From an optimization exercise on the open Yosys and OpenROAD flow, aimed at small area; shortcuts taken in it are not production practice.
Function was checked by simulation only, so behaviour that the tests miss may differ from the original.

==> flow/design.v <==
module registerFile
(
    input  logic       clk,
    input  logic       clr,       
    input  logic       we,
    input  logic [4:0] wAddr,
    input  logic [1:0] wDigit,
    input  logic [4:0] aAddr,
    input  logic [4:0] bAddr,
    output logic [1:0] aDigit,
    output logic [1:0] bDigit
);
    logic [31:0] regs [1:31];
    logic [63:0] outs;
    always_ff @(posedge clk) begin
        for (int i = 1; i < 32; i++) begin
            if (clr || (we && wAddr == 5'(i))) begin
                regs[i] <= {wDigit & {2{!clr}}, regs[i][31:2]};
            end else begin
                regs[i] <= {regs[i][1:0], regs[i][31:2]};
            end
        end
    end
    always_comb begin
        outs[1:0] = 2'b00;
        for (int i = 1; i < 32; i++) begin
            outs[2*i +: 2] = regs[i][1:0];
        end
    end
    assign aDigit = outs[2*aAddr +: 2];
    assign bDigit = outs[2*bAddr +: 2];
endmodule
module mipsCpuBus
#(
    parameter logic [31:0] resetVector = 32'hBFC00000
) (
    input  logic        clk,
    input  logic        reset,
    output logic        active,
    output logic [31:0] registerV0,
    output logic [31:0] address,
    output logic        read,
    output logic        write,
    input  logic        waitrequest,
    output logic [31:0] writedata,
    output logic [3:0]  byteenable,
    input  logic [31:0] readdata
);
    localparam logic [3:0] S_FETCH = 4'd0;   
    localparam logic [3:0] S_W1    = 4'd1;   
    localparam logic [3:0] S_EX1   = 4'd2;   
    localparam logic [3:0] S_MEM   = 4'd3;   
    localparam logic [3:0] S_W2    = 4'd4;   
    localparam logic [3:0] S_EX2   = 4'd5;   
    localparam logic [3:0] S_HW    = 4'd6;   
    localparam logic [3:0] S_HALT  = 4'd7;   
    localparam logic [3:0] S_DONE  = 4'd8;   
    localparam logic [3:0] S_W2L   = 4'd9;   
    localparam logic [3:0] S_EX2L  = 4'd10;  
    logic [3:0]  state;
    logic [3:0]  ph;
    logic        clr;        
    logic        pend;       
    logic        flag;       
    logic        cMain;      
    logic        cInc;       
    logic        prevBit;    
    logic        aZero;      
    logic [29:0] A;          
    logic [31:0] N;          
    logic [31:0] WD;         
    logic [31:0] IR;
    wire first = (ph == 4'd0);
    wire last  = (ph == 4'd15);
    wire ex1   = (state == S_EX1);
    wire ex2   = (state == S_EX2);
    wire ex2L  = (state == S_EX2L);
    wire [5:0] op = IR[31:26];
    wire [5:0] fn = IR[5:0];
    wire isR    = !op[5] && !op[3] && !op[2] && !op[1];
    wire iJ     = !op[5] && !op[3] && op[1];
    wire isBr   = !op[5] && !op[3] && op[2];
    wire iBne   = op[0];
    wire isImm  = !op[5] && op[3];
    wire isMem  = op[5];
    wire iSw    = op[3];
    wire iLw    = isMem && !op[3];
    wire [2:0] f3 = isR ? fn[2:0] : op[2:0];
    wire isAlu  = (isR && fn[5]) || isImm;
    wire isSltC = isAlu && (isR ? fn[3] : (f3[2:1] == 2'b01));
    wire sltU   = f3[0];
    wire isLog  = isAlu && f3[2];
    wire iLui   = isLog && f3[1] && f3[0];
    wire subLike = isAlu && !f3[2] && f3[1];
    wire zext   = isImm && f3[2];
    wire isSh   = isR && !fn[5] && !fn[3];
    wire iSll   = isSh && !fn[1];
    wire isSrl  = isSh && fn[1];
    wire iSra   = fn[0];
    wire iJr    = isR && !fn[5] && fn[3];
    wire wrEx1  = isAlu && !isSltC;
    wire wrEx2  = iLw || isSltC || isSh;
    wire [4:0] dest = ex2L ? WD[4:0] : (isR ? IR[15:11] : IR[20:16]);
    wire [4:0] shamt = IR[10:6];
    wire [3:0] shD = shamt[4:1];
    wire       shO = shamt[0];
    logic [1:0] rsD, rtD, wDigit;
    logic       we;
    registerFile u_rf (
        .clk(clk), .clr(clr),
        .we(we), .wAddr(dest), .wDigit(wDigit),
        .aAddr(IR[25:21]), .bAddr(state == S_HALT ? 5'd2 : IR[20:16]),
        .aDigit(rsD), .bDigit(rtD)
    );
    logic [3:0] k;
    logic [1:0] irD, immD, luiD, offD, jD;
    always_comb begin
        if (ex2L) k = ph;
        else if (isBr || iJ) k = ph - 4'd1;
        else if (iLui) k = ph ^ 4'd8;
        else k = ph;
        irD = IR[2*k +: 2];
    end
    wire sgn = IR[15];
    assign immD = !ph[3] ? irD : (zext ? 2'b00 : {sgn, sgn});
    assign luiD = ph[3] ? irD : 2'b00;
    assign offD = first ? 2'b00 : (ph <= 4'd8 ? irD : {sgn, sgn});
    logic [1:0] pcD;
    logic       cIncOut;
    always_comb begin
        logic [2:0] s;
        s = {1'b0, A[1:0]} + {2'b00, (ph == 4'd1) ? 1'b1 : cInc};
        pcD = first ? 2'b00 : s[1:0];
        cIncOut = s[2];
    end
    assign jD = first ? 2'b00 : (ph <= 4'd13 ? irD : pcD);
    logic [1:0] aOp, bRaw, sum, aluD;
    logic       cOut;
    always_comb begin
        logic [2:0] s;
        aOp  = isBr ? pcD : rsD;
        bRaw = isBr ? offD : (isR ? rtD : immD);
        s = {1'b0, aOp} + {1'b0, bRaw ^ {2{subLike}}}
          + {2'b00, first ? subLike : cMain};
        sum  = s[1:0];
        cOut = s[2];
        if (!isLog) aluD = sum;
        else case (f3[1:0])
            2'b00: aluD = rsD & bRaw;
            2'b01: aluD = rsD | bRaw;
            2'b10: aluD = rsD ^ bRaw;
            default: aluD = luiD;
        endcase
    end
    wire eqD   = (rsD == rtD);
    wire taken = (flag && eqD) ^ iBne;
    wire lt    = sltU ? !cOut
               : ((rsD[1] ^ bRaw[1]) ? rsD[1] : sum[1]);
    wire [4:0] phPlusD = {1'b0, ph} + {1'b0, shD};
    wire [4:0] phPlusK = {1'b0, ph} + {1'b0, shD} + {4'b0, shO};
    wire       sllMask = ex2 && iSll && (ph < shD);
    wire [1:0] fillSh  = iSra ? {WD[31], WD[31]} : 2'b00;
    logic       wdSh;
    logic [1:0] wdIn;
    always_comb begin
        wdSh = 1'b0;
        wdIn = rtD;
        case (state)
            S_EX1: begin
                if (iSw || isSrl) wdSh = 1'b1;
                if (iSll) wdSh = !phPlusD[4];
            end
            S_W2: begin
                if (isSrl) wdSh = phPlusK[4];
                wdIn = fillSh;
            end
            S_EX2: begin
                wdSh = iSll || isSrl;
                wdIn = fillSh;
            end
            S_HALT: wdSh = 1'b1;
            default: ;
        endcase
    end
    logic [1:0] ex2D, mCur;
    always_comb begin
        mCur = sllMask ? 2'b00 : WD[1:0];
        if (ex2L) ex2D = irD;
        else if (isSltC) ex2D = first ? {1'b0, flag} : 2'b00;
        else if (iSll) ex2D = shO ? {mCur[0], first ? 1'b0 : prevBit} : mCur;
        else ex2D = shO ? {WD[0], prevBit} : WD[1:0];
    end
    assign we = (ex1 && wrEx1) || (ex2 && wrEx2) || ex2L;
    assign wDigit = ex1 ? aluD : ex2D;
    wire       aSh = !first && (ex1 || ex2L || (ex2 && isMem));
    wire [1:0] aIn = (ex1 && isMem) ? sum : ((!ex1 || pend) ? N[1:0] : pcD);
    logic       nUpd;
    logic [1:0] nD;
    always_comb begin
        nUpd = ex1 && ((isMem && !pend) || isBr || iJ || iJr);
        if (isMem) nD = pcD;
        else if (iJ) nD = jD;
        else if (iJr) nD = rsD;
        else nD = sum;
    end
    assign read = (state == S_FETCH && !aZero) || (state == S_MEM && iLw);
    assign write = (state == S_MEM) && iSw;
    assign address = {A, 2'b00};
    assign writedata = WD;
    assign byteenable = 4'b1111;
    assign registerV0 = WD;
    always_ff @(posedge clk) begin
        N <= {nUpd ? nD : N[1:0], N[31:2]};
        if (aSh) begin
            A <= {aIn, A[29:2]};
            aZero <= (ph == 4'd1 || aZero) && aIn == 2'b00;
        end
        cInc <= cIncOut;
        cMain <= cOut;
        if (wdSh) begin
            WD <= {wdIn, WD[31:2]};
            prevBit <= sllMask ? 1'b0 : WD[1];
        end else if (ex1 && iLw) begin
            WD[4:0] <= IR[20:16];
        end
        if (read && !waitrequest) IR <= readdata;
        if (ex1) begin
            if (isBr) flag <= first ? eqD : (flag && eqD);
            else if (last) flag <= lt;
        end
        if (reset) begin
            state <= S_FETCH;
            ph <= 4'd0;
            clr <= 1'b1;
            A <= resetVector[31:2];
            aZero <= (resetVector[31:2] == 30'd0);
            active <= 1'b1;
            pend <= 1'b0;
        end else begin
            ph <= ph + 4'd1;
            if (last) clr <= 1'b0;
            if (ex1 && last) pend <= isBr ? taken : (iJ || iJr);
            case (state)
                S_FETCH: begin
                    if (aZero) state <= last ? S_HALT : S_HW;
                    else if (!waitrequest) state <= last ? S_EX1 : S_W1;
                end
                S_W1: if (last) state <= S_EX1;
                S_EX1: if (last) begin
                    if (isMem) state <= S_MEM;
                    else if (isSrl) state <= S_W2;
                    else if (isSltC || iSll) state <= S_EX2;
                    else state <= S_FETCH;
                end
                S_MEM: if (!waitrequest) begin
                    if (iLw) state <= last ? S_EX2L : S_W2L;
                    else state <= last ? S_EX2 : S_W2;
                end
                S_W2L: if (last) state <= S_EX2L;
                S_EX2L: if (last) state <= S_FETCH;
                S_W2: if (last) state <= S_EX2;
                S_EX2: if (last) state <= S_FETCH;
                S_HW: if (last) state <= S_HALT;
                S_HALT: if (last) begin
                    state <= S_DONE;
                    active <= 1'b0;
                end
                default: state <= S_DONE;
            endcase
        end
    end
endmodule
export LEC_CHECK = 0
export ABC_AREA = 1
export CAP_MARGIN = 20
export CORE_MARGIN = 2
export CORE_UTILIZATION = 60
export CTS_BUF_LIST = sky130_fd_sc_hd__clkbuf_8
export CTS_CLUSTER_DIAMETER = 50
export CTS_CLUSTER_SIZE = 20
export SLEW_MARGIN = 20
create_clock -name core_clock -period 10.0 [get_ports {clk}]
standard.sh (not shown) runs the stock make flow with config.mk's settings and CLKGATE_MAP_FILE= SYNTH_SCRIPT=/design/flow/synth_recipe.tcl, a recipe that flattens the netlist after the stock synthesis.
==> flow/flow/run.sh <==
#!/bin/bash
# The standard layout, with two changes: clock tree synthesis inserts no
# dummy loads, and the port buffers use the smallest buffer cell.
set -euo pipefail
export CTS_ARGS="-sink_clustering_enable -repair_clock_nets -sink_clustering_size 36 -sink_clustering_max_diameter 60 -buf_list sky130_fd_sc_hd__clkbuf_16 -dont_use_dummy_load"
export BUFFER_PORTS_ARGS="-buffer_cell sky130_fd_sc_hd__buf_1"
bash standard.sh > flow_standard.log 2>&1
The starting point completed with no timing, DRC or antenna violations.
==> next run, changes <==
==> flow/flow/run.sh (replaced) <==
#!/bin/bash
# The standard layout, with two changes: clock tree synthesis inserts no
# dummy loads, and the port buffers use the smallest buffer cell.
set -euo pipefail
export CTS_ARGS="-sink_clustering_enable -repair_clock_nets -sink_clustering_size 20 -sink_clustering_max_diameter 50 -buf_list sky130_fd_sc_hd__clkbuf_8 -dont_use_dummy_load"
export BUFFER_PORTS_ARGS="-buffer_cell sky130_fd_sc_hd__buf_1"
bash standard.sh > flow_standard.log 2>&1
After rerunning: The new run finished with timing, DRC and antenna clean; sequential share of layout area came out higher by 0.39 points; global-route usage falls by 0.49 points; synthesized area does not change; worst hold slack gets better by 0.013 ns; routed wire length falls by a few percent; setup slack is worse by 0.076 ns; first-iteration DRC count drops by a few percent; clock skew rises by 0.0040 ns; register-to-register slack is worse by 0.08 ns; clock-buffer cell count grows by 26.

==> separate check: timing with driven ports <==
The results above use ideal ports. As a check the final layouts listed here were re-extracted and re-timed, cells and wires unchanged.
Step 1: set_driving_cell puts a clkbuf_16 on clk and a buf_2 on each other input, an assumption about the parent block.
Step 2 times the ports against the registers' clock, not the clock port: input delays grow and output delays shrink by t, the midpoint of the rising clock arrivals with the driver on.
a / b / c = ideal ports / drivers / drivers and shift; a / b = the first two.
run	t (ns)	setup slack, ns	latest minus earliest clock arrival (ns)
the first run	0.638	4.495 / 4.495 / 4.495	0.113 / 0.112
the second run	0.694	4.419 / 4.419 / 4.419	0.119 / 0.119
After both steps every run listed still meets setup and hold.
